Background: an optimization exercise with open tools, aiming at small area. Do not read the settings as production practice. Only simulation tests tie the RTL to the original design; equivalence was not proved. Power and IR drop assume default switching activity.

<file path="flow/flow/run.sh">
#!/bin/bash
# Layout flow: the standard ORFS flow (standard.sh, synthesis unchanged)
# with two changes to the layout steps:
#   * port buffers use the smallest buffer (buf_1) instead of the resizer's
#     default choice; every input and output port still gets a buffer;
#   * clock tree synthesis runs without dummy loads and builds the tree from
#     clkbuf_8 cells with sink clusters of at most 20 flip-flops.
# Each tool's full output is in orfs/logs/ (one log per step); make's own
# output goes to flow_make.log in the work folder.
set -euo pipefail
export BUFFER_PORTS_ARGS="-buffer_cell sky130_fd_sc_hd__buf_1"
export CTS_ARGS="-sink_clustering_enable -repair_clock_nets -dont_use_dummy_load -buf_list sky130_fd_sc_hd__clkbuf_8 -sink_clustering_size 20 -sink_clustering_max_diameter 50"
bash standard.sh > flow_make.log 2>&1
</file>
<file path="flow/standard.sh">
#!/bin/bash
# synth_recipe.tcl (not shown) runs the flow's synth.tcl, then flattens the netlist and writes it again
# the make line also repeats each setting of config.mk as NAME=value (left out here)
make -C /OpenROAD-flow-scripts/flow DESIGN_CONFIG=/design/flow/config.mk WORK_HOME=/design/flow/orfs CLKGATE_MAP_FILE= SYNTH_SCRIPT=/design/flow/synth_recipe.tcl "${@:-finish}"
</file>
<file path="flow/config.mk">
export PLATFORM = sky130hd
export DESIGN_NAME = resample_interp
export DESIGN_NICKNAME = resample_interp
export VERILOG_FILES = /design/flow/design.v
export SDC_FILE = /design/flow/constraint.sdc
export NUM_CORES = 4
export LEC_CHECK = 0
export CAP_MARGIN = 20
export CORE_MARGIN = 2
export CORE_UTILIZATION = 65
export GPL_TIMING_DRIVEN = 0
export PLACE_DENSITY = 0.75
export SLEW_MARGIN = 20
export SYNTH_HIERARCHICAL = 1
export SYNTH_MINIMUM_KEEP_SIZE = 0
</file>
<file path="flow/constraint.sdc">
create_clock -name core_clock -period 6.0 [get_ports {clk}]
set_input_delay 1.2000 -clock core_clock [delete_from_list [all_inputs] [get_ports {clk}]]
set_output_delay 1.2000 -clock core_clock [all_outputs]
set_load 0.01 [all_outputs]
</file>
<file path="flow/design.v">
module resample_interp #(
    parameter int SYM_WIDTH = 1,
    parameter int INT_WIDTH = 1,
    parameter int DEC_WIDTH = 14,
    parameter int MU_WIDTH  = 8,
    parameter int DEPTH     = 8,
    parameter int CNT_WIDTH = 16,
    localparam int DW = SYM_WIDTH + INT_WIDTH + DEC_WIDTH,
    localparam int LW = $clog2(DEPTH) + 1
) (
    input  logic                 clk,
    input  logic                 rst,
    input  logic                 flush,
    input  logic                 in_valid,
    input  logic [DW-1:0]        in_i,
    input  logic [DW-1:0]        in_q,
    input  logic                 mk,
    input  logic [MU_WIDTH-1:0]  mu,
    input  logic                 mode,
    input  logic                 out_ready,
    output logic                 out_valid,
    output logic [DW-1:0]        out_i,
    output logic [DW-1:0]        out_q,
    output logic [LW-1:0]        fifo_level,
    output logic                 overflow,
    output logic [CNT_WIDTH-1:0] sym_cnt
);
    localparam int AW = $clog2(DEPTH);
    localparam logic [DW-1:0] SGN = DW'(1) << (DW - 1);
    logic                 strobe;
    logic                 x_zero;
    logic [DW-1:0]        x_i, x_q;
    logic                 s1_valid, s2_valid, s3_valid;
    logic [DW-1:0]        s1_a_i, s1_a_q;
    logic [MU_WIDTH-1:0]  s1_mu;
    logic [DW-1:0]        s2_y_i, s2_y_q, s3_y_i, s3_y_q;
    logic [DW-1:0]        y_i, y_q;
    logic [DW-1:0]        mem_i [DEPTH];
    logic [DW-1:0]        mem_q [DEPTH];
    logic [AW-1:0]        wr_ptr, rd_ptr;
    logic                 full, pop, wr_ok;
    assign strobe = in_valid && mk;
    always_ff @(posedge clk or posedge rst) begin
        if (rst) begin
            x_zero   <= 1'b1;
            s1_valid <= 1'b0;
            s2_valid <= 1'b0;
            s3_valid <= 1'b0;
        end else if (flush) begin
            x_zero   <= 1'b1;
            s1_valid <= 1'b0;
            s2_valid <= 1'b0;
            s3_valid <= 1'b0;
        end else begin
            if (in_valid) x_zero <= 1'b0;
            s1_valid <= strobe;
            s2_valid <= s1_valid;
            s3_valid <= s2_valid;
        end
    end
    always_ff @(posedge clk) begin
        if (in_valid) begin
            x_i <= in_i ^ SGN;
            x_q <= in_q ^ SGN;
        end
        s1_a_i <= !mode ? in_i ^ SGN : x_zero ? SGN : x_i;
        s1_a_q <= !mode ? in_q ^ SGN : x_zero ? SGN : x_q;
        s1_mu  <= mu;
        s2_y_i <= y_i ^ SGN;
        s2_y_q <= y_q ^ SGN;
        s3_y_i <= s2_y_i;
        s3_y_q <= s2_y_q;
    end
    logic [15:0] ari_1;
    logic [15:0] ari_2;
    logic [15:0] ari_3;
    logic [15:0] ari_4;
    logic [15:0] ari_5;
    logic [15:0] ari_6;
    logic [15:0] ari_7;
    logic [15:0] ari_8;
    logic ari_9;
    logic ari_10;
    logic ari_11;
    logic ari_12;
    logic ari_13;
    logic ari_14;
    logic ari_15;
    logic ari_16;
    logic ari_17;
    logic ari_18;
    logic ari_19;
    logic ari_20;
    logic ari_21;
    logic ari_22;
    logic ari_23;
    logic ari_24;
    logic ari_25;
    logic ari_26;
    logic ari_27;
    logic ari_28;
    logic ari_29;
    logic ari_30;
    logic ari_31;
    logic ari_32;
    logic ari_33;
    logic ari_34;
    logic ari_35;
    logic ari_36;
    logic ari_37;
    logic ari_38;
    logic ari_39;
    logic ari_40;
    logic ari_41;
    logic ari_42;
    logic ari_43;
    logic ari_44;
    logic ari_45;
    logic ari_46;
    logic ari_47;
    logic ari_48;
    logic ari_49;
    logic ari_50;
    logic ari_51;
    logic ari_52;
    logic ari_53;
    logic ari_54;
    logic ari_55;
    logic ari_56;
    logic ari_57;
    logic ari_58;
    logic ari_59;
    logic ari_60;
    logic ari_61;
    logic ari_62;
    logic ari_63;
    logic ari_64;
    logic ari_65;
    logic ari_66;
    logic ari_67;
    logic ari_68;
    logic ari_69;
    logic ari_70;
    logic ari_71;
    logic ari_72;
    logic ari_73;
    logic ari_74;
    logic ari_75;
    logic ari_76;
    logic ari_77;
    logic ari_78;
    logic ari_79;
    logic ari_80;
    logic ari_81;
    logic ari_82;
    logic ari_83;
    logic ari_84;
    logic ari_85;
    logic ari_86;
    logic ari_87;
    logic ari_88;
    logic ari_89;
    logic ari_90;
    logic ari_91;
    logic ari_92;
    logic ari_93;
    logic ari_94;
    logic ari_95;
    logic ari_96;
    logic ari_97;
    logic ari_98;
    logic ari_99;
    logic ari_100;
    logic ari_101;
    logic ari_102;
    logic ari_103;
    logic ari_104;
    logic ari_105;
    logic ari_106;
    logic ari_107;
    logic ari_108;
    logic ari_109;
    logic ari_110;
    logic ari_111;
    logic ari_112;
    logic ari_113;
    logic ari_114;
    logic ari_115;
    logic ari_116;
    logic ari_117;
    logic ari_118;
    logic ari_119;
    logic ari_120;
    logic ari_121;
    logic ari_122;
    logic ari_123;
    logic ari_124;
    logic ari_125;
    logic ari_126;
    logic ari_127;
    logic ari_128;
    logic ari_129;
    logic ari_130;
    logic ari_131;
    logic ari_132;
    logic ari_133;
    logic ari_134;
    logic ari_135;
    logic ari_136;
    logic ari_137;
    logic ari_138;
    logic ari_139;
    logic ari_140;
    logic ari_141;
    logic ari_142;
    logic ari_143;
    logic ari_144;
    logic ari_145;
    logic ari_146;
    logic ari_147;
    logic ari_148;
    logic ari_149;
    logic ari_150;
    logic ari_151;
    logic ari_152;
    logic ari_153;
    logic ari_154;
    logic ari_155;
    logic ari_156;
    logic ari_157;
    logic ari_158;
    logic ari_159;
    logic ari_160;
    logic ari_161;
    logic ari_162;
    logic ari_163;
    logic ari_164;
    logic ari_165;
    logic ari_166;
    logic ari_167;
    logic ari_168;
    logic ari_169;
    logic ari_170;
    logic ari_171;
    logic ari_172;
    logic ari_173;
    logic ari_174;
    logic ari_175;
    logic ari_176;
    logic ari_177;
    logic ari_178;
    logic ari_179;
    logic ari_180;
    logic ari_181;
    logic ari_182;
    logic ari_183;
    logic ari_184;
    logic ari_185;
    logic ari_186;
    logic ari_187;
    logic ari_188;
    logic ari_189;
    logic ari_190;
    logic ari_191;
    logic ari_192;
    logic ari_193;
    logic ari_194;
    logic ari_195;
    logic ari_196;
    logic ari_197;
    logic ari_198;
    logic ari_199;
    logic ari_200;
    logic ari_201;
    logic ari_202;
    logic ari_203;
    logic ari_204;
    logic ari_205;
    logic ari_206;
    logic ari_207;
    logic ari_208;
    logic ari_209;
    logic ari_210;
    logic ari_211;
    logic ari_212;
    logic ari_213;
    logic ari_214;
    logic ari_215;
    logic ari_216;
    logic ari_217;
    logic ari_218;
    logic ari_219;
    logic ari_220;
    logic ari_221;
    logic ari_222;
    logic ari_223;
    logic ari_224;
    logic ari_225;
    logic ari_226;
    logic ari_227;
    logic ari_228;
    logic ari_229;
    logic ari_230;
    logic ari_231;
    logic ari_232;
    logic ari_233;
    logic ari_234;
    logic ari_235;
    logic ari_236;
    logic ari_237;
    logic ari_238;
    logic ari_239;
    logic ari_240;
    logic ari_241;
    logic ari_242;
    logic ari_243;
    logic ari_244;
    logic ari_245;
    logic ari_246;
    logic ari_247;
    logic ari_248;
    logic ari_249;
    logic ari_250;
    logic ari_251;
    logic ari_252;
    logic ari_253;
    logic ari_254;
    logic ari_255;
    logic ari_256;
    logic ari_257;
    logic ari_258;
    logic ari_259;
    logic ari_260;
    logic ari_261;
    logic ari_262;
    logic ari_263;
    logic ari_264;
    logic ari_265;
    logic ari_266;
    logic ari_267;
    logic ari_268;
    logic ari_269;
    logic ari_270;
    logic ari_271;
    logic ari_272;
    logic ari_273;
    logic ari_274;
    logic ari_275;
    logic ari_276;
    logic ari_277;
    logic ari_278;
    logic ari_279;
    logic ari_280;
    logic ari_281;
    logic ari_282;
    logic ari_283;
    logic ari_284;
    logic ari_285;
    logic ari_286;
    logic ari_287;
    logic ari_288;
    logic ari_289;
    logic ari_290;
    logic ari_291;
    logic ari_292;
    logic ari_293;
    logic ari_294;
    logic ari_295;
    logic ari_296;
    logic ari_297;
    logic ari_298;
    logic ari_299;
    logic ari_300;
    logic ari_301;
    logic ari_302;
    logic ari_303;
    logic ari_304;
    logic ari_305;
    logic ari_306;
    logic ari_307;
    logic ari_308;
    logic ari_309;
    logic ari_310;
    logic ari_311;
    logic ari_312;
    logic ari_313;
    logic ari_314;
    logic ari_315;
    logic ari_316;
    logic ari_317;
    logic ari_318;
    logic ari_319;
    logic ari_320;
    logic ari_321;
    logic ari_322;
    assign ari_1 = s1_mu[0] ? x_i : s1_a_i;
    assign ari_2 = s1_mu[1] ? x_i : s1_a_i;
    assign ari_3 = s1_mu[2] ? x_i : s1_a_i;
    assign ari_4 = s1_mu[3] ? x_i : s1_a_i;
    assign ari_5 = s1_mu[4] ? x_i : s1_a_i;
    assign ari_6 = s1_mu[5] ? x_i : s1_a_i;
    assign ari_7 = s1_mu[6] ? x_i : s1_a_i;
    assign ari_8 = s1_mu[7] ? x_i : s1_a_i;
    assign ari_9 = ~(s1_a_i[7] ^ ari_1[7]);
    assign ari_10 = s1_a_i[7] | ari_1[7];
    ri_ha u_ari_11 (s1_a_i[1], ari_1[1], ari_11, ari_12);
    ri_fa u_ari_13 (s1_a_i[2], ari_1[2], ari_2[1], ari_13, ari_14);
    ri_ha u_ari_15 (ari_3[0], ari_12, ari_15, ari_16);
    ri_fa u_ari_17 (s1_a_i[3], ari_1[3], ari_2[2], ari_17, ari_18);
    ri_fa u_ari_19 (ari_3[1], ari_4[0], ari_14, ari_19, ari_20);
    ri_ha u_ari_21 (ari_16, ari_17, ari_21, ari_22);
    ri_fa u_ari_23 (s1_a_i[4], ari_1[4], ari_2[3], ari_23, ari_24);
    ri_fa u_ari_25 (ari_3[2], ari_4[1], ari_5[0], ari_25, ari_26);
    ri_fa u_ari_27 (ari_18, ari_23, ari_25, ari_27, ari_28);
    ri_ha u_ari_29 (ari_22, ari_20, ari_29, ari_30);
    ri_fa u_ari_31 (s1_a_i[5], ari_1[5], ari_2[4], ari_31, ari_32);
    ri_fa u_ari_33 (ari_3[3], ari_4[2], ari_5[1], ari_33, ari_34);
    ri_fa u_ari_35 (ari_6[0], ari_24, ari_26, ari_35, ari_36);
    ri_fa u_ari_37 (ari_31, ari_33, ari_28, ari_37, ari_38);
    ri_ha u_ari_39 (ari_35, ari_30, ari_39, ari_40);
    ri_fa u_ari_41 (s1_a_i[6], ari_1[6], ari_2[5], ari_41, ari_42);
    ri_fa u_ari_43 (ari_3[4], ari_4[3], ari_5[2], ari_43, ari_44);
    ri_fa u_ari_45 (ari_6[1], ari_7[0], ari_32, ari_45, ari_46);
    ri_fa u_ari_47 (ari_34, ari_41, ari_43, ari_47, ari_48);
    ri_fa u_ari_49 (ari_36, ari_45, ari_47, ari_49, ari_50);
    ri_ha u_ari_51 (ari_38, ari_40, ari_51, ari_52);
    ri_fa u_ari_53 (ari_2[6], ari_3[5], ari_4[4], ari_53, ari_54);
    ri_fa u_ari_55 (ari_5[3], ari_6[2], ari_7[1], ari_55, ari_56);
    ri_fa u_ari_57 (ari_8[0], ari_9, ari_42, ari_57, ari_58);
    ri_fa u_ari_59 (ari_44, ari_53, ari_55, ari_59, ari_60);
    ri_fa u_ari_61 (ari_46, ari_48, ari_57, ari_61, ari_62);
    ri_fa u_ari_63 (ari_59, ari_50, ari_61, ari_63, ari_64);
    ri_fa u_ari_65 (s1_a_i[8], ari_1[8], ari_2[7], ari_65, ari_66);
    ri_fa u_ari_67 (ari_3[6], ari_4[5], ari_5[4], ari_67, ari_68);
    ri_fa u_ari_69 (ari_6[3], ari_7[2], ari_8[1], ari_69, ari_70);
    ri_fa u_ari_71 (ari_10, ari_54, ari_56, ari_71, ari_72);
    ri_fa u_ari_73 (ari_65, ari_67, ari_69, ari_73, ari_74);
    ri_fa u_ari_75 (ari_58, ari_60, ari_71, ari_75, ari_76);
    ri_fa u_ari_77 (ari_73, ari_62, ari_75, ari_77, ari_78);
    ri_fa u_ari_79 (s1_a_i[9], ari_1[9], ari_2[8], ari_79, ari_80);
    ri_fa u_ari_81 (ari_3[7], ari_4[6], ari_5[5], ari_81, ari_82);
    ri_fa u_ari_83 (ari_6[4], ari_7[3], ari_8[2], ari_83, ari_84);
    ri_fa u_ari_85 (ari_66, ari_68, ari_70, ari_85, ari_86);
    ri_fa u_ari_87 (ari_79, ari_81, ari_83, ari_87, ari_88);
    ri_fa u_ari_89 (ari_72, ari_74, ari_85, ari_89, ari_90);
    ri_fa u_ari_91 (ari_87, ari_76, ari_89, ari_91, ari_92);
    ri_fa u_ari_93 (s1_a_i[10], ari_1[10], ari_2[9], ari_93, ari_94);
    ri_fa u_ari_95 (ari_3[8], ari_4[7], ari_5[6], ari_95, ari_96);
    ri_fa u_ari_97 (ari_6[5], ari_7[4], ari_8[3], ari_97, ari_98);
    ri_fa u_ari_99 (ari_80, ari_82, ari_84, ari_99, ari_100);
    ri_fa u_ari_101 (ari_93, ari_95, ari_97, ari_101, ari_102);
    ri_fa u_ari_103 (ari_86, ari_88, ari_99, ari_103, ari_104);
    ri_fa u_ari_105 (ari_101, ari_90, ari_103, ari_105, ari_106);
    ri_fa u_ari_107 (s1_a_i[11], ari_1[11], ari_2[10], ari_107, ari_108);
    ri_fa u_ari_109 (ari_3[9], ari_4[8], ari_5[7], ari_109, ari_110);
    ri_fa u_ari_111 (ari_6[6], ari_7[5], ari_8[4], ari_111, ari_112);
    ri_fa u_ari_113 (ari_94, ari_96, ari_98, ari_113, ari_114);
    ri_fa u_ari_115 (ari_107, ari_109, ari_111, ari_115, ari_116);
    ri_fa u_ari_117 (ari_100, ari_102, ari_113, ari_117, ari_118);
    ri_fa u_ari_119 (ari_115, ari_104, ari_117, ari_119, ari_120);
    ri_fa u_ari_121 (s1_a_i[12], ari_1[12], ari_2[11], ari_121, ari_122);
    ri_fa u_ari_123 (ari_3[10], ari_4[9], ari_5[8], ari_123, ari_124);
    ri_fa u_ari_125 (ari_6[7], ari_7[6], ari_8[5], ari_125, ari_126);
    ri_fa u_ari_127 (ari_108, ari_110, ari_112, ari_127, ari_128);
    ri_fa u_ari_129 (ari_121, ari_123, ari_125, ari_129, ari_130);
    ri_fa u_ari_131 (ari_114, ari_116, ari_127, ari_131, ari_132);
    ri_fa u_ari_133 (ari_129, ari_118, ari_131, ari_133, ari_134);
    ri_fa u_ari_135 (s1_a_i[13], ari_1[13], ari_2[12], ari_135, ari_136);
    ri_fa u_ari_137 (ari_3[11], ari_4[10], ari_5[9], ari_137, ari_138);
    ri_fa u_ari_139 (ari_6[8], ari_7[7], ari_8[6], ari_139, ari_140);
    ri_fa u_ari_141 (ari_122, ari_124, ari_126, ari_141, ari_142);
    ri_fa u_ari_143 (ari_135, ari_137, ari_139, ari_143, ari_144);
    ri_fa u_ari_145 (ari_128, ari_130, ari_141, ari_145, ari_146);
    ri_fa u_ari_147 (ari_143, ari_132, ari_145, ari_147, ari_148);
    ri_fa u_ari_149 (s1_a_i[14], ari_1[14], ari_2[13], ari_149, ari_150);
    ri_fa u_ari_151 (ari_3[12], ari_4[11], ari_5[10], ari_151, ari_152);
    ri_fa u_ari_153 (ari_6[9], ari_7[8], ari_8[7], ari_153, ari_154);
    ri_fa u_ari_155 (ari_136, ari_138, ari_140, ari_155, ari_156);
    ri_fa u_ari_157 (ari_149, ari_151, ari_153, ari_157, ari_158);
    ri_fa u_ari_159 (ari_142, ari_144, ari_155, ari_159, ari_160);
    ri_fa u_ari_161 (ari_157, ari_146, ari_159, ari_161, ari_162);
    ri_fa u_ari_163 (s1_a_i[15], ari_1[15], ari_2[14], ari_163, ari_164);
    ri_fa u_ari_165 (ari_3[13], ari_4[12], ari_5[11], ari_165, ari_166);
    ri_fa u_ari_167 (ari_6[10], ari_7[9], ari_8[8], ari_167, ari_168);
    ri_fa u_ari_169 (ari_150, ari_152, ari_154, ari_169, ari_170);
    ri_fa u_ari_171 (ari_163, ari_165, ari_167, ari_171, ari_172);
    ri_fa u_ari_173 (ari_156, ari_158, ari_169, ari_173, ari_174);
    ri_fa u_ari_175 (ari_171, ari_160, ari_173, ari_175, ari_176);
    ri_fa u_ari_177 (ari_2[15], ari_3[14], ari_4[13], ari_177, ari_178);
    ri_fa u_ari_179 (ari_5[12], ari_6[11], ari_7[10], ari_179, ari_180);
    ri_fa u_ari_181 (ari_8[9], ari_164, ari_166, ari_181, ari_182);
    ri_fa u_ari_183 (ari_168, ari_177, ari_179, ari_183, ari_184);
    ri_fa u_ari_185 (ari_170, ari_172, ari_181, ari_185, ari_186);
    ri_fa u_ari_187 (ari_183, ari_174, ari_185, ari_187, ari_188);
    ri_fa u_ari_189 (ari_3[15], ari_4[14], ari_5[13], ari_189, ari_190);
    ri_fa u_ari_191 (ari_6[12], ari_7[11], ari_8[10], ari_191, ari_192);
    ri_fa u_ari_193 (ari_178, ari_180, ari_189, ari_193, ari_194);
    ri_fa u_ari_195 (ari_191, ari_182, ari_184, ari_195, ari_196);
    ri_fa u_ari_197 (ari_193, ari_186, ari_195, ari_197, ari_198);
    ri_fa u_ari_199 (ari_4[15], ari_5[14], ari_6[13], ari_199, ari_200);
    ri_fa u_ari_201 (ari_7[12], ari_8[11], ari_190, ari_201, ari_202);
    ri_fa u_ari_203 (ari_192, ari_199, ari_194, ari_203, ari_204);
    ri_fa u_ari_205 (ari_201, ari_196, ari_203, ari_205, ari_206);
    ri_fa u_ari_207 (ari_5[15], ari_6[14], ari_7[13], ari_207, ari_208);
    ri_fa u_ari_209 (ari_8[12], ari_200, ari_207, ari_209, ari_210);
    ri_fa u_ari_211 (ari_202, ari_209, ari_204, ari_211, ari_212);
    ri_fa u_ari_213 (ari_6[15], ari_7[14], ari_8[13], ari_213, ari_214);
    ri_fa u_ari_215 (ari_208, ari_213, ari_210, ari_215, ari_216);
    ri_fa u_ari_217 (ari_7[15], ari_8[14], ari_214, ari_217, ari_218);
    assign ari_219 = s1_a_i[0] & ari_1[0];
    ri_maj u_ari_220 (ari_2[0], ari_11, ari_219, ari_220);
    ri_maj u_ari_221 (ari_13, ari_15, ari_220, ari_221);
    ri_maj u_ari_222 (ari_21, ari_19, ari_221, ari_222);
    ri_maj u_ari_223 (ari_27, ari_29, ari_222, ari_223);
    ri_maj u_ari_224 (ari_39, ari_37, ari_223, ari_224);
    ri_maj u_ari_225 (ari_49, ari_51, ari_224, ari_225);
    ri_maj u_ari_226 (ari_52, ari_63, ari_225, ari_226);
    ri_ha u_ari_227 (ari_64, ari_77, ari_227, ari_228);
    ri_ha u_ari_229 (ari_78, ari_91, ari_229, ari_230);
    ri_ha u_ari_231 (ari_92, ari_105, ari_231, ari_232);
    ri_ha u_ari_233 (ari_106, ari_119, ari_233, ari_234);
    ri_ha u_ari_235 (ari_120, ari_133, ari_235, ari_236);
    ri_ha u_ari_237 (ari_134, ari_147, ari_237, ari_238);
    ri_ha u_ari_239 (ari_148, ari_161, ari_239, ari_240);
    ri_ha u_ari_241 (ari_162, ari_175, ari_241, ari_242);
    ri_ha u_ari_243 (ari_176, ari_187, ari_243, ari_244);
    ri_ha u_ari_245 (ari_188, ari_197, ari_245, ari_246);
    ri_ha u_ari_247 (ari_198, ari_205, ari_247, ari_248);
    ri_ha u_ari_249 (ari_206, ari_211, ari_249, ari_250);
    ri_ha u_ari_251 (ari_215, ari_212, ari_251, ari_252);
    ri_ha u_ari_253 (ari_217, ari_216, ari_253, ari_254);
    ri_ha u_ari_255 (ari_8[15], ari_218, ari_255, ari_256);
    assign ari_257 = ari_228 | (ari_227 & ari_226);
    assign ari_258 = ari_230 | (ari_229 & ari_257);
    assign ari_259 = ari_234 | (ari_233 & ari_232);
    assign ari_260 = ari_233 & ari_231;
    assign ari_261 = ari_238 | (ari_237 & ari_236);
    assign ari_262 = ari_237 & ari_235;
    assign ari_263 = ari_242 | (ari_241 & ari_240);
    assign ari_264 = ari_241 & ari_239;
    assign ari_265 = ari_246 | (ari_245 & ari_244);
    assign ari_266 = ari_245 & ari_243;
    assign ari_267 = ari_250 | (ari_249 & ari_248);
    assign ari_268 = ari_249 & ari_247;
    assign ari_269 = ari_254 | (ari_253 & ari_252);
    assign ari_270 = ari_253 & ari_251;
    assign ari_271 = 1'b0 | (1'b0 & ari_256);
    assign ari_272 = 1'b0 & ari_255;
    assign ari_273 = ari_232 | (ari_231 & ari_258);
    assign ari_274 = ari_259 | (ari_260 & ari_258);
    assign ari_275 = ari_240 | (ari_239 & ari_261);
    assign ari_276 = ari_239 & ari_262;
    assign ari_277 = ari_263 | (ari_264 & ari_261);
    assign ari_278 = ari_264 & ari_262;
    assign ari_279 = ari_248 | (ari_247 & ari_265);
    assign ari_280 = ari_247 & ari_266;
    assign ari_281 = ari_267 | (ari_268 & ari_265);
    assign ari_282 = ari_268 & ari_266;
    assign ari_283 = ari_256 | (ari_255 & ari_269);
    assign ari_284 = ari_255 & ari_270;
    assign ari_285 = ari_271 | (ari_272 & ari_269);
    assign ari_286 = ari_272 & ari_270;
    assign ari_287 = ari_236 | (ari_235 & ari_274);
    assign ari_288 = ari_261 | (ari_262 & ari_274);
    assign ari_289 = ari_275 | (ari_276 & ari_274);
    assign ari_290 = ari_277 | (ari_278 & ari_274);
    assign ari_291 = ari_252 | (ari_251 & ari_281);
    assign ari_292 = ari_251 & ari_282;
    assign ari_293 = ari_269 | (ari_270 & ari_281);
    assign ari_294 = ari_270 & ari_282;
    assign ari_295 = ari_283 | (ari_284 & ari_281);
    assign ari_296 = ari_284 & ari_282;
    assign ari_297 = ari_285 | (ari_286 & ari_281);
    assign ari_298 = ari_286 & ari_282;
    assign ari_299 = ari_244 | (ari_243 & ari_290);
    assign ari_300 = ari_265 | (ari_266 & ari_290);
    assign ari_301 = ari_279 | (ari_280 & ari_290);
    assign ari_302 = ari_281 | (ari_282 & ari_290);
    assign ari_303 = ari_291 | (ari_292 & ari_290);
    assign ari_304 = ari_293 | (ari_294 & ari_290);
    assign ari_305 = ari_295 | (ari_296 & ari_290);
    assign ari_306 = ari_297 | (ari_298 & ari_290);
    assign ari_307 = ari_227 ^ ari_226;
    assign ari_308 = ari_229 ^ ari_257;
    assign ari_309 = ari_231 ^ ari_258;
    assign ari_310 = ari_233 ^ ari_273;
    assign ari_311 = ari_235 ^ ari_274;
    assign ari_312 = ari_237 ^ ari_287;
    assign ari_313 = ari_239 ^ ari_288;
    assign ari_314 = ari_241 ^ ari_289;
    assign ari_315 = ari_243 ^ ari_290;
    assign ari_316 = ari_245 ^ ari_299;
    assign ari_317 = ari_247 ^ ari_300;
    assign ari_318 = ari_249 ^ ari_301;
    assign ari_319 = ari_251 ^ ari_302;
    assign ari_320 = ari_253 ^ ari_303;
    assign ari_321 = ari_255 ^ ari_304;
    assign ari_322 = 1'b0 ^ ari_305;
    assign y_i = {ari_322, ari_321, ari_320, ari_319, ari_318, ari_317, ari_316, ari_315, ari_314, ari_313, ari_312, ari_311, ari_310, ari_309, ari_308, ari_307};
    logic [15:0] arq_1;
    logic [15:0] arq_2;
    logic [15:0] arq_3;
    logic [15:0] arq_4;
    logic [15:0] arq_5;
    logic [15:0] arq_6;
    logic [15:0] arq_7;
    logic [15:0] arq_8;
    logic arq_9;
    logic arq_10;
    logic arq_11;
    logic arq_12;
    logic arq_13;
    logic arq_14;
    logic arq_15;
    logic arq_16;
    logic arq_17;
    logic arq_18;
    logic arq_19;
    logic arq_20;
    logic arq_21;
    logic arq_22;
    logic arq_23;
    logic arq_24;
    logic arq_25;
    logic arq_26;
    logic arq_27;
    logic arq_28;
    logic arq_29;
    logic arq_30;
    logic arq_31;
    logic arq_32;
    logic arq_33;
    logic arq_34;
    logic arq_35;
    logic arq_36;
    logic arq_37;
    logic arq_38;
    logic arq_39;
    logic arq_40;
    logic arq_41;
    logic arq_42;
    logic arq_43;
    logic arq_44;
    logic arq_45;
    logic arq_46;
    logic arq_47;
    logic arq_48;
    logic arq_49;
    logic arq_50;
    logic arq_51;
    logic arq_52;
    logic arq_53;
    logic arq_54;
    logic arq_55;
    logic arq_56;
    logic arq_57;
    logic arq_58;
    logic arq_59;
    logic arq_60;
    logic arq_61;
    logic arq_62;
    logic arq_63;
    logic arq_64;
    logic arq_65;
    logic arq_66;
    logic arq_67;
    logic arq_68;
    logic arq_69;
    logic arq_70;
    logic arq_71;
    logic arq_72;
    logic arq_73;
    logic arq_74;
    logic arq_75;
    logic arq_76;
    logic arq_77;
    logic arq_78;
    logic arq_79;
    logic arq_80;
    logic arq_81;
    logic arq_82;
    logic arq_83;
    logic arq_84;
    logic arq_85;
    logic arq_86;
    logic arq_87;
    logic arq_88;
    logic arq_89;
    logic arq_90;
    logic arq_91;
    logic arq_92;
    logic arq_93;
    logic arq_94;
    logic arq_95;
    logic arq_96;
    logic arq_97;
    logic arq_98;
    logic arq_99;
    logic arq_100;
    logic arq_101;
    logic arq_102;
    logic arq_103;
    logic arq_104;
    logic arq_105;
    logic arq_106;
    logic arq_107;
    logic arq_108;
    logic arq_109;
    logic arq_110;
    logic arq_111;
    logic arq_112;
    logic arq_113;
    logic arq_114;
    logic arq_115;
    logic arq_116;
    logic arq_117;
    logic arq_118;
    logic arq_119;
    logic arq_120;
    logic arq_121;
    logic arq_122;
    logic arq_123;
    logic arq_124;
    logic arq_125;
    logic arq_126;
    logic arq_127;
    logic arq_128;
    logic arq_129;
    logic arq_130;
    logic arq_131;
    logic arq_132;
    logic arq_133;
    logic arq_134;
    logic arq_135;
    logic arq_136;
    logic arq_137;
    logic arq_138;
    logic arq_139;
    logic arq_140;
    logic arq_141;
    logic arq_142;
    logic arq_143;
    logic arq_144;
    logic arq_145;
    logic arq_146;
    logic arq_147;
    logic arq_148;
    logic arq_149;
    logic arq_150;
    logic arq_151;
    logic arq_152;
    logic arq_153;
    logic arq_154;
    logic arq_155;
    logic arq_156;
    logic arq_157;
    logic arq_158;
    logic arq_159;
    logic arq_160;
    logic arq_161;
    logic arq_162;
    logic arq_163;
    logic arq_164;
    logic arq_165;
    logic arq_166;
    logic arq_167;
    logic arq_168;
    logic arq_169;
    logic arq_170;
    logic arq_171;
    logic arq_172;
    logic arq_173;
    logic arq_174;
    logic arq_175;
    logic arq_176;
    logic arq_177;
    logic arq_178;
    logic arq_179;
    logic arq_180;
    logic arq_181;
    logic arq_182;
    logic arq_183;
    logic arq_184;
    logic arq_185;
    logic arq_186;
    logic arq_187;
    logic arq_188;
    logic arq_189;
    logic arq_190;
    logic arq_191;
    logic arq_192;
    logic arq_193;
    logic arq_194;
    logic arq_195;
    logic arq_196;
    logic arq_197;
    logic arq_198;
    logic arq_199;
    logic arq_200;
    logic arq_201;
    logic arq_202;
    logic arq_203;
    logic arq_204;
    logic arq_205;
    logic arq_206;
    logic arq_207;
    logic arq_208;
    logic arq_209;
    logic arq_210;
    logic arq_211;
    logic arq_212;
    logic arq_213;
    logic arq_214;
    logic arq_215;
    logic arq_216;
    logic arq_217;
    logic arq_218;
    logic arq_219;
    logic arq_220;
    logic arq_221;
    logic arq_222;
    logic arq_223;
    logic arq_224;
    logic arq_225;
    logic arq_226;
    logic arq_227;
    logic arq_228;
    logic arq_229;
    logic arq_230;
    logic arq_231;
    logic arq_232;
    logic arq_233;
    logic arq_234;
    logic arq_235;
    logic arq_236;
    logic arq_237;
    logic arq_238;
    logic arq_239;
    logic arq_240;
    logic arq_241;
    logic arq_242;
    logic arq_243;
    logic arq_244;
    logic arq_245;
    logic arq_246;
    logic arq_247;
    logic arq_248;
    logic arq_249;
    logic arq_250;
    logic arq_251;
    logic arq_252;
    logic arq_253;
    logic arq_254;
    logic arq_255;
    logic arq_256;
    logic arq_257;
    logic arq_258;
    logic arq_259;
    logic arq_260;
    logic arq_261;
    logic arq_262;
    logic arq_263;
    logic arq_264;
    logic arq_265;
    logic arq_266;
    logic arq_267;
    logic arq_268;
    logic arq_269;
    logic arq_270;
    logic arq_271;
    logic arq_272;
    logic arq_273;
    logic arq_274;
    logic arq_275;
    logic arq_276;
    logic arq_277;
    logic arq_278;
    logic arq_279;
    logic arq_280;
    logic arq_281;
    logic arq_282;
    logic arq_283;
    logic arq_284;
    logic arq_285;
    logic arq_286;
    logic arq_287;
    logic arq_288;
    logic arq_289;
    logic arq_290;
    logic arq_291;
    logic arq_292;
    logic arq_293;
    logic arq_294;
    logic arq_295;
    logic arq_296;
    logic arq_297;
    logic arq_298;
    logic arq_299;
    logic arq_300;
    logic arq_301;
    logic arq_302;
    logic arq_303;
    logic arq_304;
    logic arq_305;
    logic arq_306;
    logic arq_307;
    logic arq_308;
    logic arq_309;
    logic arq_310;
    logic arq_311;
    logic arq_312;
    logic arq_313;
    logic arq_314;
    logic arq_315;
    logic arq_316;
    logic arq_317;
    logic arq_318;
    logic arq_319;
    logic arq_320;
    logic arq_321;
    logic arq_322;
    assign arq_1 = s1_mu[0] ? x_q : s1_a_q;
    assign arq_2 = s1_mu[1] ? x_q : s1_a_q;
    assign arq_3 = s1_mu[2] ? x_q : s1_a_q;
    assign arq_4 = s1_mu[3] ? x_q : s1_a_q;
    assign arq_5 = s1_mu[4] ? x_q : s1_a_q;
    assign arq_6 = s1_mu[5] ? x_q : s1_a_q;
    assign arq_7 = s1_mu[6] ? x_q : s1_a_q;
    assign arq_8 = s1_mu[7] ? x_q : s1_a_q;
    assign arq_9 = ~(s1_a_q[7] ^ arq_1[7]);
    assign arq_10 = s1_a_q[7] | arq_1[7];
    ri_ha u_arq_11 (s1_a_q[1], arq_1[1], arq_11, arq_12);
    ri_fa u_arq_13 (s1_a_q[2], arq_1[2], arq_2[1], arq_13, arq_14);
    ri_ha u_arq_15 (arq_3[0], arq_12, arq_15, arq_16);
    ri_fa u_arq_17 (s1_a_q[3], arq_1[3], arq_2[2], arq_17, arq_18);
    ri_fa u_arq_19 (arq_3[1], arq_4[0], arq_14, arq_19, arq_20);
    ri_ha u_arq_21 (arq_16, arq_17, arq_21, arq_22);
    ri_fa u_arq_23 (s1_a_q[4], arq_1[4], arq_2[3], arq_23, arq_24);
    ri_fa u_arq_25 (arq_3[2], arq_4[1], arq_5[0], arq_25, arq_26);
    ri_fa u_arq_27 (arq_18, arq_23, arq_25, arq_27, arq_28);
    ri_ha u_arq_29 (arq_22, arq_20, arq_29, arq_30);
    ri_fa u_arq_31 (s1_a_q[5], arq_1[5], arq_2[4], arq_31, arq_32);
    ri_fa u_arq_33 (arq_3[3], arq_4[2], arq_5[1], arq_33, arq_34);
    ri_fa u_arq_35 (arq_6[0], arq_24, arq_26, arq_35, arq_36);
    ri_fa u_arq_37 (arq_31, arq_33, arq_28, arq_37, arq_38);
    ri_ha u_arq_39 (arq_35, arq_30, arq_39, arq_40);
    ri_fa u_arq_41 (s1_a_q[6], arq_1[6], arq_2[5], arq_41, arq_42);
    ri_fa u_arq_43 (arq_3[4], arq_4[3], arq_5[2], arq_43, arq_44);
    ri_fa u_arq_45 (arq_6[1], arq_7[0], arq_32, arq_45, arq_46);
    ri_fa u_arq_47 (arq_34, arq_41, arq_43, arq_47, arq_48);
    ri_fa u_arq_49 (arq_36, arq_45, arq_47, arq_49, arq_50);
    ri_ha u_arq_51 (arq_38, arq_40, arq_51, arq_52);
    ri_fa u_arq_53 (arq_2[6], arq_3[5], arq_4[4], arq_53, arq_54);
    ri_fa u_arq_55 (arq_5[3], arq_6[2], arq_7[1], arq_55, arq_56);
    ri_fa u_arq_57 (arq_8[0], arq_9, arq_42, arq_57, arq_58);
    ri_fa u_arq_59 (arq_44, arq_53, arq_55, arq_59, arq_60);
    ri_fa u_arq_61 (arq_46, arq_48, arq_57, arq_61, arq_62);
    ri_fa u_arq_63 (arq_59, arq_50, arq_61, arq_63, arq_64);
    ri_fa u_arq_65 (s1_a_q[8], arq_1[8], arq_2[7], arq_65, arq_66);
    ri_fa u_arq_67 (arq_3[6], arq_4[5], arq_5[4], arq_67, arq_68);
    ri_fa u_arq_69 (arq_6[3], arq_7[2], arq_8[1], arq_69, arq_70);
    ri_fa u_arq_71 (arq_10, arq_54, arq_56, arq_71, arq_72);
    ri_fa u_arq_73 (arq_65, arq_67, arq_69, arq_73, arq_74);
    ri_fa u_arq_75 (arq_58, arq_60, arq_71, arq_75, arq_76);
    ri_fa u_arq_77 (arq_73, arq_62, arq_75, arq_77, arq_78);
    ri_fa u_arq_79 (s1_a_q[9], arq_1[9], arq_2[8], arq_79, arq_80);
    ri_fa u_arq_81 (arq_3[7], arq_4[6], arq_5[5], arq_81, arq_82);
    ri_fa u_arq_83 (arq_6[4], arq_7[3], arq_8[2], arq_83, arq_84);
    ri_fa u_arq_85 (arq_66, arq_68, arq_70, arq_85, arq_86);
    ri_fa u_arq_87 (arq_79, arq_81, arq_83, arq_87, arq_88);
    ri_fa u_arq_89 (arq_72, arq_74, arq_85, arq_89, arq_90);
    ri_fa u_arq_91 (arq_87, arq_76, arq_89, arq_91, arq_92);
    ri_fa u_arq_93 (s1_a_q[10], arq_1[10], arq_2[9], arq_93, arq_94);
    ri_fa u_arq_95 (arq_3[8], arq_4[7], arq_5[6], arq_95, arq_96);
    ri_fa u_arq_97 (arq_6[5], arq_7[4], arq_8[3], arq_97, arq_98);
    ri_fa u_arq_99 (arq_80, arq_82, arq_84, arq_99, arq_100);
    ri_fa u_arq_101 (arq_93, arq_95, arq_97, arq_101, arq_102);
    ri_fa u_arq_103 (arq_86, arq_88, arq_99, arq_103, arq_104);
    ri_fa u_arq_105 (arq_101, arq_90, arq_103, arq_105, arq_106);
    ri_fa u_arq_107 (s1_a_q[11], arq_1[11], arq_2[10], arq_107, arq_108);
    ri_fa u_arq_109 (arq_3[9], arq_4[8], arq_5[7], arq_109, arq_110);
    ri_fa u_arq_111 (arq_6[6], arq_7[5], arq_8[4], arq_111, arq_112);
    ri_fa u_arq_113 (arq_94, arq_96, arq_98, arq_113, arq_114);
    ri_fa u_arq_115 (arq_107, arq_109, arq_111, arq_115, arq_116);
    ri_fa u_arq_117 (arq_100, arq_102, arq_113, arq_117, arq_118);
    ri_fa u_arq_119 (arq_115, arq_104, arq_117, arq_119, arq_120);
    ri_fa u_arq_121 (s1_a_q[12], arq_1[12], arq_2[11], arq_121, arq_122);
    ri_fa u_arq_123 (arq_3[10], arq_4[9], arq_5[8], arq_123, arq_124);
    ri_fa u_arq_125 (arq_6[7], arq_7[6], arq_8[5], arq_125, arq_126);
    ri_fa u_arq_127 (arq_108, arq_110, arq_112, arq_127, arq_128);
    ri_fa u_arq_129 (arq_121, arq_123, arq_125, arq_129, arq_130);
    ri_fa u_arq_131 (arq_114, arq_116, arq_127, arq_131, arq_132);
    ri_fa u_arq_133 (arq_129, arq_118, arq_131, arq_133, arq_134);
    ri_fa u_arq_135 (s1_a_q[13], arq_1[13], arq_2[12], arq_135, arq_136);
    ri_fa u_arq_137 (arq_3[11], arq_4[10], arq_5[9], arq_137, arq_138);
    ri_fa u_arq_139 (arq_6[8], arq_7[7], arq_8[6], arq_139, arq_140);
    ri_fa u_arq_141 (arq_122, arq_124, arq_126, arq_141, arq_142);
    ri_fa u_arq_143 (arq_135, arq_137, arq_139, arq_143, arq_144);
    ri_fa u_arq_145 (arq_128, arq_130, arq_141, arq_145, arq_146);
    ri_fa u_arq_147 (arq_143, arq_132, arq_145, arq_147, arq_148);
    ri_fa u_arq_149 (s1_a_q[14], arq_1[14], arq_2[13], arq_149, arq_150);
    ri_fa u_arq_151 (arq_3[12], arq_4[11], arq_5[10], arq_151, arq_152);
    ri_fa u_arq_153 (arq_6[9], arq_7[8], arq_8[7], arq_153, arq_154);
    ri_fa u_arq_155 (arq_136, arq_138, arq_140, arq_155, arq_156);
    ri_fa u_arq_157 (arq_149, arq_151, arq_153, arq_157, arq_158);
    ri_fa u_arq_159 (arq_142, arq_144, arq_155, arq_159, arq_160);
    ri_fa u_arq_161 (arq_157, arq_146, arq_159, arq_161, arq_162);
    ri_fa u_arq_163 (s1_a_q[15], arq_1[15], arq_2[14], arq_163, arq_164);
    ri_fa u_arq_165 (arq_3[13], arq_4[12], arq_5[11], arq_165, arq_166);
    ri_fa u_arq_167 (arq_6[10], arq_7[9], arq_8[8], arq_167, arq_168);
    ri_fa u_arq_169 (arq_150, arq_152, arq_154, arq_169, arq_170);
    ri_fa u_arq_171 (arq_163, arq_165, arq_167, arq_171, arq_172);
    ri_fa u_arq_173 (arq_156, arq_158, arq_169, arq_173, arq_174);
    ri_fa u_arq_175 (arq_171, arq_160, arq_173, arq_175, arq_176);
    ri_fa u_arq_177 (arq_2[15], arq_3[14], arq_4[13], arq_177, arq_178);
    ri_fa u_arq_179 (arq_5[12], arq_6[11], arq_7[10], arq_179, arq_180);
    ri_fa u_arq_181 (arq_8[9], arq_164, arq_166, arq_181, arq_182);
    ri_fa u_arq_183 (arq_168, arq_177, arq_179, arq_183, arq_184);
    ri_fa u_arq_185 (arq_170, arq_172, arq_181, arq_185, arq_186);
    ri_fa u_arq_187 (arq_183, arq_174, arq_185, arq_187, arq_188);
    ri_fa u_arq_189 (arq_3[15], arq_4[14], arq_5[13], arq_189, arq_190);
    ri_fa u_arq_191 (arq_6[12], arq_7[11], arq_8[10], arq_191, arq_192);
    ri_fa u_arq_193 (arq_178, arq_180, arq_189, arq_193, arq_194);
    ri_fa u_arq_195 (arq_191, arq_182, arq_184, arq_195, arq_196);
    ri_fa u_arq_197 (arq_193, arq_186, arq_195, arq_197, arq_198);
    ri_fa u_arq_199 (arq_4[15], arq_5[14], arq_6[13], arq_199, arq_200);
    ri_fa u_arq_201 (arq_7[12], arq_8[11], arq_190, arq_201, arq_202);
    ri_fa u_arq_203 (arq_192, arq_199, arq_194, arq_203, arq_204);
    ri_fa u_arq_205 (arq_201, arq_196, arq_203, arq_205, arq_206);
    ri_fa u_arq_207 (arq_5[15], arq_6[14], arq_7[13], arq_207, arq_208);
    ri_fa u_arq_209 (arq_8[12], arq_200, arq_207, arq_209, arq_210);
    ri_fa u_arq_211 (arq_202, arq_209, arq_204, arq_211, arq_212);
    ri_fa u_arq_213 (arq_6[15], arq_7[14], arq_8[13], arq_213, arq_214);
    ri_fa u_arq_215 (arq_208, arq_213, arq_210, arq_215, arq_216);
    ri_fa u_arq_217 (arq_7[15], arq_8[14], arq_214, arq_217, arq_218);
    assign arq_219 = s1_a_q[0] & arq_1[0];
    ri_maj u_arq_220 (arq_2[0], arq_11, arq_219, arq_220);
    ri_maj u_arq_221 (arq_13, arq_15, arq_220, arq_221);
    ri_maj u_arq_222 (arq_21, arq_19, arq_221, arq_222);
    ri_maj u_arq_223 (arq_27, arq_29, arq_222, arq_223);
    ri_maj u_arq_224 (arq_39, arq_37, arq_223, arq_224);
    ri_maj u_arq_225 (arq_49, arq_51, arq_224, arq_225);
    ri_maj u_arq_226 (arq_52, arq_63, arq_225, arq_226);
    ri_ha u_arq_227 (arq_64, arq_77, arq_227, arq_228);
    ri_ha u_arq_229 (arq_78, arq_91, arq_229, arq_230);
    ri_ha u_arq_231 (arq_92, arq_105, arq_231, arq_232);
    ri_ha u_arq_233 (arq_106, arq_119, arq_233, arq_234);
    ri_ha u_arq_235 (arq_120, arq_133, arq_235, arq_236);
    ri_ha u_arq_237 (arq_134, arq_147, arq_237, arq_238);
    ri_ha u_arq_239 (arq_148, arq_161, arq_239, arq_240);
    ri_ha u_arq_241 (arq_162, arq_175, arq_241, arq_242);
    ri_ha u_arq_243 (arq_176, arq_187, arq_243, arq_244);
    ri_ha u_arq_245 (arq_188, arq_197, arq_245, arq_246);
    ri_ha u_arq_247 (arq_198, arq_205, arq_247, arq_248);
    ri_ha u_arq_249 (arq_206, arq_211, arq_249, arq_250);
    ri_ha u_arq_251 (arq_215, arq_212, arq_251, arq_252);
    ri_ha u_arq_253 (arq_217, arq_216, arq_253, arq_254);
    ri_ha u_arq_255 (arq_8[15], arq_218, arq_255, arq_256);
    assign arq_257 = arq_228 | (arq_227 & arq_226);
    assign arq_258 = arq_230 | (arq_229 & arq_257);
    assign arq_259 = arq_234 | (arq_233 & arq_232);
    assign arq_260 = arq_233 & arq_231;
    assign arq_261 = arq_238 | (arq_237 & arq_236);
    assign arq_262 = arq_237 & arq_235;
    assign arq_263 = arq_242 | (arq_241 & arq_240);
    assign arq_264 = arq_241 & arq_239;
    assign arq_265 = arq_246 | (arq_245 & arq_244);
    assign arq_266 = arq_245 & arq_243;
    assign arq_267 = arq_250 | (arq_249 & arq_248);
    assign arq_268 = arq_249 & arq_247;
    assign arq_269 = arq_254 | (arq_253 & arq_252);
    assign arq_270 = arq_253 & arq_251;
    assign arq_271 = 1'b0 | (1'b0 & arq_256);
    assign arq_272 = 1'b0 & arq_255;
    assign arq_273 = arq_232 | (arq_231 & arq_258);
    assign arq_274 = arq_259 | (arq_260 & arq_258);
    assign arq_275 = arq_240 | (arq_239 & arq_261);
    assign arq_276 = arq_239 & arq_262;
    assign arq_277 = arq_263 | (arq_264 & arq_261);
    assign arq_278 = arq_264 & arq_262;
    assign arq_279 = arq_248 | (arq_247 & arq_265);
    assign arq_280 = arq_247 & arq_266;
    assign arq_281 = arq_267 | (arq_268 & arq_265);
    assign arq_282 = arq_268 & arq_266;
    assign arq_283 = arq_256 | (arq_255 & arq_269);
    assign arq_284 = arq_255 & arq_270;
    assign arq_285 = arq_271 | (arq_272 & arq_269);
    assign arq_286 = arq_272 & arq_270;
    assign arq_287 = arq_236 | (arq_235 & arq_274);
    assign arq_288 = arq_261 | (arq_262 & arq_274);
    assign arq_289 = arq_275 | (arq_276 & arq_274);
    assign arq_290 = arq_277 | (arq_278 & arq_274);
    assign arq_291 = arq_252 | (arq_251 & arq_281);
    assign arq_292 = arq_251 & arq_282;
    assign arq_293 = arq_269 | (arq_270 & arq_281);
    assign arq_294 = arq_270 & arq_282;
    assign arq_295 = arq_283 | (arq_284 & arq_281);
    assign arq_296 = arq_284 & arq_282;
    assign arq_297 = arq_285 | (arq_286 & arq_281);
    assign arq_298 = arq_286 & arq_282;
    assign arq_299 = arq_244 | (arq_243 & arq_290);
    assign arq_300 = arq_265 | (arq_266 & arq_290);
    assign arq_301 = arq_279 | (arq_280 & arq_290);
    assign arq_302 = arq_281 | (arq_282 & arq_290);
    assign arq_303 = arq_291 | (arq_292 & arq_290);
    assign arq_304 = arq_293 | (arq_294 & arq_290);
    assign arq_305 = arq_295 | (arq_296 & arq_290);
    assign arq_306 = arq_297 | (arq_298 & arq_290);
    assign arq_307 = arq_227 ^ arq_226;
    assign arq_308 = arq_229 ^ arq_257;
    assign arq_309 = arq_231 ^ arq_258;
    assign arq_310 = arq_233 ^ arq_273;
    assign arq_311 = arq_235 ^ arq_274;
    assign arq_312 = arq_237 ^ arq_287;
    assign arq_313 = arq_239 ^ arq_288;
    assign arq_314 = arq_241 ^ arq_289;
    assign arq_315 = arq_243 ^ arq_290;
    assign arq_316 = arq_245 ^ arq_299;
    assign arq_317 = arq_247 ^ arq_300;
    assign arq_318 = arq_249 ^ arq_301;
    assign arq_319 = arq_251 ^ arq_302;
    assign arq_320 = arq_253 ^ arq_303;
    assign arq_321 = arq_255 ^ arq_304;
    assign arq_322 = 1'b0 ^ arq_305;
    assign y_q = {arq_322, arq_321, arq_320, arq_319, arq_318, arq_317, arq_316, arq_315, arq_314, arq_313, arq_312, arq_311, arq_310, arq_309, arq_308, arq_307};
    assign wr_ptr    = rd_ptr + fifo_level[AW-1:0];
    assign full      = fifo_level == LW'(DEPTH);
    assign out_valid = fifo_level != '0;
    assign pop       = out_valid && out_ready;
    assign wr_ok     = s3_valid && (!full || pop);
    always_comb begin
        out_i = '0;
        out_q = '0;
        for (int k = 0; k < DEPTH; k++) begin
            if (out_valid && rd_ptr == AW'(k)) begin
                out_i = out_i | mem_i[k];
                out_q = out_q | mem_q[k];
            end
        end
    end
    always_ff @(posedge clk) begin
        if (!full || pop) begin
            mem_i[wr_ptr] <= s3_y_i;
            mem_q[wr_ptr] <= s3_y_q;
        end
    end
    always_ff @(posedge clk or posedge rst) begin
        if (rst) begin
            rd_ptr     <= '0;
            fifo_level <= '0;
            overflow   <= 1'b0;
            sym_cnt    <= '0;
        end else if (flush) begin
            rd_ptr     <= '0;
            fifo_level <= '0;
            overflow   <= 1'b0;
            sym_cnt    <= '0;
        end else begin
            if (wr_ok) begin
                sym_cnt <= sym_cnt + CNT_WIDTH'(1);
            end
            if (pop) begin
                rd_ptr <= rd_ptr + AW'(1);
            end
            case ({wr_ok, pop})
                2'b10:   fifo_level <= fifo_level + LW'(1);
                2'b01:   fifo_level <= fifo_level - LW'(1);
                default: fifo_level <= fifo_level;
            endcase
            if (s3_valid && !wr_ok) begin
                overflow <= 1'b1;
            end
        end
    end
endmodule
module ri_fa (
    input  logic a, b, c,
    output logic s, co
);
    assign s  = a ^ b ^ c;
    assign co = (a & b) | (c & (a ^ b));
endmodule
module ri_maj (
    input  logic a, b, c,
    output logic co
);
    assign co = (a & b) | (c & (a ^ b));
endmodule
module ri_ha (
    input  logic a, b,
    output logic s, co
);
    assign s  = a ^ b;
    assign co = a & b;
endmodule
</file>
==> results of run 1 <==
-- modules after synthesis, one instance, submodules excluded --
| module | copies in the design | cell area [um2] | cells | flops+latches |
|---|---|---|---|---|
| resample_interp | 1 | 18000 | 1266 | 420 |
| ri_fa | 196 | 20.02 | 1 | 0 |
| ri_maj | 14 | 20.02 | 2 | 0 |
| ri_ha | 42 | 12.51 | 1 | 0 |
-- power breakdown --
part           internal [uW]  total, uW  switching (uW)  leakage [uW]
registers               4480       5030             544       0.00392
logic                   3180       7040            3860       0.00508
clock network            522       1350             826      0.000252
-- cells in the mapped netlist, drive strengths merged (5+ instances only) --
| library cell | count | area, um2 |
|---|---|---|
| edfxtp | 288 | 8648 |
| mux2 | 238 | 2680 |
| fa | 198 | 3964 |
| dfxtp | 104 | 2082 |
| ha | 78 | 975.9 |
| a222oi | 64 | 640.6 |
| clkbuf | 52 | 196.4 |
| inv | 52 | 195.2 |
| o21ai | 52 | 260.3 |
| nand2 | 39 | 146.4 |
| nand3 | 38 | 190.2 |
| nor2 | 38 | 142.6 |
| a22oi | 32 | 240.2 |
| nand3b | 30 | 225.2 |
| buf | 29 | 187.7 |
| dfrtp | 27 | 675.7 |
| xnor2 | 25 | 219.0 |
| a21o | 22 | 165.2 |
| nor3 | 19 | 95.09 |
| a21oi | 18 | 90.09 |
| and3 | 9 | 68.81 |
| or2 | 9 | 56.31 |
| and2 | 8 | 52.55 |
| xor2 | 8 | 70.07 |
| mux2i | 7 | 70.07 |
| a211oi | 6 | 45.04 |
| and4 | 5 | 43.79 |
| o211ai | 5 | 37.54 |
-- worst paths after layout --
| kind | depth (start not counted) | endpoint |
|---|---|---|
| worst max-delay path | 16 | s2_y_q[15] |
| worst min-delay path | 0 | s3_y_i[10] |
| worst max register to register | 16 | s2_y_q[15] |
| worst min register to register | 0 | s3_y_i[10] |
| max in group asynchronous | 2 | s1_valid |
| min in group asynchronous | 2 | fifo_level[2] |
-- per-stage QoR --
step / utilization, % / setup TNS, ns / cell area (um2) / hold slack (ns)
3_5_place_dp: 69.64 / -1.420 / 24000 / 0.3121
5_1_grt: 71.04 / 0 / 24480 / 0.2340
2_1_floorplan: - / 0 / 22730 / 0.3096
6_report: 71.04 / 0 / 24480 / 0.2470
3_3_place_gp: 68.70 / -85.59 / 23670 / 0.3104
4_1_cts: 71.07 / 0 / 24490 / 0.2460
-- layout by cell type (no fill, tap or decap), types with 34 or more instances in the layout --
cell	instances
a222oi_1	64
buf_1	99
clkbuf_1	43
clkbuf_8	35
dfxtp_1	104
edfxtp_1	288
fa_1	198
ha_1	78
inv_1	51
mux2_2	238
nand2_1	39
nand3_1	38
nor2_1	34
o21ai_0	50
-- critical path: stages (launching register included) --
cell and delay [ns]:
dfxtp_1 0.31, clkbuf_1 0.53, clkbuf_1 0.61, mux2_2 0.43, fa_1 0.56, fa_1 0.45, fa_1 0.45, ha_1 0.28
a21o_1 0.18, ha_1 0.18, or2_2 0.27, ha_1 0.20, o211ai_1 0.26, a211oi_1 0.14, or2_2 0.32, a221oi_1 0.39
o21ba_2 0.18
-- layout make-up --
class / count / share of cell area [%]
Inverter: 52 / 0.7973
Buffer: 77 / 1.579
Tap cell: 455 / 2.326
Multi-Input combinational cell: 979 / 43.99
Timing Repair Buffer: 120 / 2.637
Sequential cell: 420 / 46.70
Clock buffer: 35 / 1.968
-- repair_timing --
| action | 4_1_cts | 5_1_grt |
|---|---|---|
| gates resized for setup | 9 | 11 |
| setup endpoints to repair | 13 | 15 |
| endpoints found under the hold margin | 0 | 0 |
-- kinds of logic (layout without fill, tap and decap cells) --
kind of cell / Yosys count / after routing / share of synthesized area, %
buf+inv: 133 / 284 / 2.549
xor+xnor: 33 / 33 / 1.272
simple gates: 206 / 206 / 4.794
mux: 245 / 245 / 12.10
fa+ha+maj: 276 / 276 / 21.73
flops: 420 / 420 / 50.29
compound gates: 219 / 219 / 7.260
-- metal layers --
layer	wire length, um	track usage, %	vias up
met2	23690	45.51	528
met5	0	0	-
met1	20670	39.25	6815
met3	3510	4.223	85
li1	-	-	6022
met4	1238	8.408	0
==> results by group, run 1 <==
Die
  • Die X: 191 um
  • Die ar.: 36480 um2
  • Die Height: 191 um
  • Core area: 34460 um2
  • Row count: 68
  • Initial Util: 65.97%
  • Top Ports: 101

Synthesis
  • Distinct cell type count after synthesis: 49
  • Post-synth top flop: edfxtp_1
  • Post-Syn Area: 22730 um2
  • Flops & latches, synth: 420
  • Register area share after synthesis: 50.29%
  • Avg Inst Size Synth: 14.84 um2
  • Synth Net Count: 1855
  • Synthesized instance count: 1532
  • Share of flip-flops with an asynchronous set or reset: 6.667%
  • Post-synth EDFFs: 288
  • Ys Warns: 7

STA
  • Final period utilization: 96.17%
  • Endpoints failing hold: 0
  • Max-slew headroom: 27.19%
  • Slew Viols, Final: 0
  • Crit path time final: 5.770 ns
  • RSZ-0062 raised after global routing: false
  • Worst-Margin Slew: 1.081 ns
  • Fmax: 173.3 MHz
  • Setup violations, final: 0
  • Clock skew: 0.08262 ns
  • Setup WS post-layout: 0.2300 ns

Clock network
  • Cts hold-fix bufs: 0
  • Post-CTS Repair Setup Buffers: 0
  • Clock input transition at the sequential cells of the worst setup and hold paths: 0.11 ns
  • Num CTS Buffers: 35
  • CTS tree: built
  • Clk sink count: 420
  • Clk latency of the worst-skew pair: 0.58 ns
  • CTS Root Cell: clkbuf_8
  • CTS Buffer Depth: 3
  • H-Tree Depth: 2

Detailed routing
  • Routed vias: 13450
  • DRT Pass-1 Iters: 7
  • Wire per inst: 22.97 um
  • Vias per cell: 6.291
  • Detailed Route WL: 49.11 mm
  • DRC errors left: 0
  • Antenna-violating nets left: 0
  • First DRT Iteration DRCs: 1220

Place
  • Pre-CTS setup slack: -0.1784 ns
  • DP Cell Count: 2107
  • Placer Congestion: 0.8714
  • IO buf count: 99
  • Detailed placer's ending HPWL: 35.93 mm

GRT
  • Gr usage total: 27.89%
  • Initial antenna violation count: 0
  • First-pass GRT wire length: 77.19 mm
  • Pin count of the biggest net entering global routing: 29
  • Vias in the first global route: 14060
  • Total grt overflow: 0

Pwr
  • Static leakage: 0.009247 uW
  • Overall Power: 13420 uW
  • Power Density: 548.1 nW/um2
  • Peak VDD IR: 0.3258 mV

Layout
  • Largest registers: mem_i (128), mem_q (128)
  • # diodes: 0
  • Sequential cell area: 11430 um2
  • # fillers: 2408
  • P&R area growth vs syn: 7.695%
  • Multi-input gate area: 10770 um2
  • Share of cells above drive strength 1: 21.03%
  • Finished Layout Cells: 2138
  • NumNets Final: 2008

Hold path
  • Hold Path Class: reg -> reg
  • Hold path startpoint: s2_y_i[10]

Run status
  • Status: timing/DRC/antenna clean

Setup path
  • Kind of critical path: reg -> reg
  • R2R setup slack: 0.23 ns
  • CP endpoint kind: register
  • CP Max Fanout: 10
  • Critical Path Start Type: register
  • Crit path DAT: 6.31 ns
  • RR Startpoint: s1_mu[7]
  • Required time of the critical path: 6.54 ns
  • CP startpoint: s1_mu[7]

Flow run
  • Maxcap violations: 0
==> run 2, diff against run 1 <==
--- a/flow/config.mk
+++ b/flow/config.mk
@@ -9,5 +9,4 @@
 export CORE_MARGIN = 2
 export CORE_UTILIZATION = 65
-export GPL_TIMING_DRIVEN = 0
 export PLACE_DENSITY = 0.75
 export SLEW_MARGIN = 20
==> results by group, run 2 <==
Synthesis
  • Share of the synthesized area in the top cell type: 38.05%
  • Post-Syn Area: 22730 um2
  • Synthesized instance count: 1532
  • Synth Net Count: 1855
  • Flops & latches, synth: 420
  • Post-synth top area cell: edfxtp_1
  • Register area share after synthesis: 50.29%
  • Compound-cell area share of the yosys netlist: 7.260%
  • Ys Warns: 7
  • Synth area leaders: edfxtp_1 (38%), fa_1 (17%), mux2_2 (12%), dfxtp_1 (9.2%), ha_1 (4.3%)
  • Mux contribution to synthesized area: 12.10%
  • Simple-gate share of the synthesized area: 4.794%
  • Post-synth EDFFs: 288
  • Distinct cell type count after synthesis: 49
  • Top-count cell post-synth: edfxtp_1
  • Post-synthesis xor/xnor area fraction: 1.272%
  • Share of flip-flops with an asynchronous set or reset: 6.667%
  • Avg Inst Size Synth: 14.84 um2
  • Post-Synth Adder-Cell Area: 21.73%
  • Top cells by count, synth: edfxtp_1 (288), mux2_2 (238), fa_1 (198), dfxtp_1 (104), ha_1 (78)
  • Largest family of logic cells by synthesized area: adder cells
  • Post-synth top flop: edfxtp_1

Setup path
  • R2R setup slack: 0.44 ns
  • CP startpoint: s1_mu[3]
  • End of the critical path: s2_y_q[15]
  • Reg-to-reg endpoint: s2_y_q[15]
  • RR Startpoint: s1_mu[3]
  • Critical Path Start Type: register
  • Required time of the critical path: 6.48 ns
  • CP endpoint kind: register
  • Crit path DAT: 6.04 ns
  • CP Max Fanout: 13
  • Kind of critical path: reg -> reg
  • R2R cell count: 15

GRT
  • Pin count of the biggest net entering global routing: 63
  • First-pass GRT wire length: 75.26 mm
  • Gr usage total: 27.11%
  • Initial antenna violation count: 0
  • Total grt overflow: 0
  • Vias in the first global route: 13200

Layout
  • Largest registers: mem_i (128), mem_q (128)
  • # diodes: 0
  • Share of cells above drive strength 1: 20.67%
  • Commonest non-fill, non-tap cell in the layout: edfxtp_1
  • Layout Utilization: 69.79%
  • NumNets Final: 1941
  • P&R area growth vs syn: 5.796%
  • Most frequent cells in the layout: edfxtp_1 (288), mux2_2 (238), fa_1 (198)

Hold path
  • Hold Path Depth: 0
  • Hold Path Class: reg -> reg

Pwr
  • Clock Power Share: 9.8%
  • Peak VDD IR: 0.3832 mV
  • Sw Share: 39.75%
  • Switch Pwr: 5301 uW
  • Power Density: 554.5 nW/um2
  • Combinational share of power: 52.4%
  • Static leakage: 0.009033 uW
  • Pint: 8034 uW
  • Seq pwr share: 37.8%

STA
  • RSZ-0062 raised after global routing: false
  • Final period utilization: 92.69%
  • Setup TNS Final: 0 ns
  • WHS: 0.3071 ns
  • Clock skew: 0.08076 ns
  • Fmax: 179.8 MHz
  • Endpoints failing hold: 0
  • Worst-Margin Slew: 1.031 ns
  • Setup violations, final: 0
  • Max-slew headroom: 31.26%
  • Crit path time final: 5.561 ns
  • Slew Viols, Final: 0

Clock network
  • Clock input transition at the sequential cells of the worst setup and hold paths: 0.11 ns
  • Clk sink count: 420
  • CTS Buffer Depth: 3
  • Clk latency of the worst-skew pair: 0.57 ns
  • Cts hold-fix bufs: 0
  • CTS Root Cell: clkbuf_8
  • H-Tree Depth: 2
  • CTS tree: built
  • Post-CTS Repair Setup Buffers: 0
  • Num CTS Buffers: 34
  • CTS resizes: 0

Place
  • Placer Congestion: 0.9112
  • Detailed placer's ending HPWL: 31.88 mm
  • IO buf count: 100

Die
  • Die X: 191 um
  • Die Height: 191 um
  • Top Ports: 101
  • Initial Util: 65.97%
  • Die ar.: 36480 um2
  • Core area: 34460 um2
  • Row count: 68

Detailed routing
  • Detailed Route WL: 48.23 mm
  • Routed vias: 12930
  • DRC errors left: 0
  • First DRT Iteration DRCs: 1190
  • Wire per inst: 23.29 um
  • DRT Pass-1 Iters: 8
  • Antenna-violating nets left: 0
  • Vias per cell: 6.243

Run status
  • Status: timing/DRC/antenna clean

Flow run
  • Maxcap violations: 0
run 2: cell counts after synthesis:
Identical to the previous run, type by type.
run 2: kinds of logic (layout without fill, tap and decap cells):
kind of cell	after synthesis	count (layout)
muxes	245	245
AOI/OAI and AO/OA	219	219
xor gates and xnor gates	33	33
buffers and inverters	133	217
DFF	420	420
adders and majority gates	276	276
and+or+nand+nor	206	206
run 2: how the worst min path moves through the flow:
stage                from    endpoint  slack [ns]
2_1_floorplan   s2_y_i[0]   s3_y_i[0]        0.31
3_3_place_gp    s2_y_i[7]   s3_y_i[7]        0.31
3_5_place_dp    s2_y_q[8]   s3_y_q[8]        0.31
4_1_cts        s2_y_q[14]  s3_y_q[14]        0.31
5_1_grt        s2_y_q[14]  s3_y_q[14]        0.31
6_report       s2_y_q[14]  s3_y_q[14]        0.31
run 2: final cells by class:
type | count | area [um2]
Clock buffer | 34 | 467.9
Timing Repair Buffer | 131 | 610.6
Sequential cell | 420 | 11430
Multi-Input combinational cell | 979 | 10770
Fill cell | 2374 | 10410
Inverter | 52 | 195.2
Tap cell | 455 | 569.3
run 2: power groups by stage:
stage | combinational [uW] | sequential, uW | clock, uW
after detailed placement | 6990 | 5100 | 0
after floorplan | 5050 | 4900 | 0
final | 6980 | 5040 | 1310
after global routing | 7890 | 5130 | 1440
after global placement | 6900 | 5040 | 0
after CTS | 7060 | 5040 | 1350
run 2: worst max-delay path, stage by stage (launching register included):
cell      delay [ns]
dfxtp_1         0.76
buf_4           0.34
mux2_2          0.37
fa_1            0.39
fa_1            0.51
fa_1            0.53
fa_1            0.42
ha_1            0.29
ha_1            0.19
or2_2           0.27
ha_1            0.19
o211ai_1        0.26
a211oi_1        0.13
or2_2           0.31
a221oi_1        0.39
o21ba_2         0.18
run 2: stage by stage:
step / total power, uW / setup slack, ns / instances / area [um2]
after floorplan: 9951 / 0.6634 / 1532 / 22730
after global placement: 11940 / 0.5671 / 2037 / 23580
after detailed placement: 12100 / 0.4091 / 2037 / 23580
after CTS: 13450 / 0.4197 / 2071 / 24050
after global routing: 14460 / 0.1684 / 2071 / 24050
final: 13340 / 0.4389 / 2071 / 24050
run 2: per-layer routing:
layer | global-route usage (%) | share of wire [%] | up-vias
met5 | 0 | 0 | -
met4 | 5.218 | 1.5 | 0
met3 | 3.745 | 6.2 | 58
met2 | 45.78 | 49 | 440
met1 | 38.19 | 43 | 6575
li1 | - | - | 5856
run 2: per-module statistics from Yosys, one instance, submodules excluded:
| module | times used | flops+latches | cell area [um2] | cells inside |
|---|---|---|---|---|
| ri_maj | 14 | 0 | 20.02 | 2 |
| resample_interp | 1 | 420 | 18000 | 1266 |
| ri_fa | 196 | 0 | 20.02 | 1 |
| ri_ha | 42 | 0 | 12.51 | 1 |

port drivers added, routing unchanged:
In the flow no input, the clock included, has a driving cell. The finished layouts below were timed again as built, in two steps. Step 1, drivers: a clkbuf_16 drives clk and a buf_2 each remaining input, both assumed. Step 2, shift: input delay + t, output delay - t, t = (earliest + latest rising clock arrival at the registers) / 2. This alone moves slack from input paths to output paths. Slacks: ideal / step 1 / step 2; pairs: ideal / step 1.
run	t (ns)	slack for setup (ns)	worst hold slack (ns)	worst setup path after step 2
run 1	0.593	0.230 / 0.230 / 0.230	0.247 / 0.247 / 0.247	register to register
run 2	0.574	0.439 / 0.439 / 0.439	0.307 / 0.307 / 0.307	register to register
After both steps setup and hold are still met in every run listed.
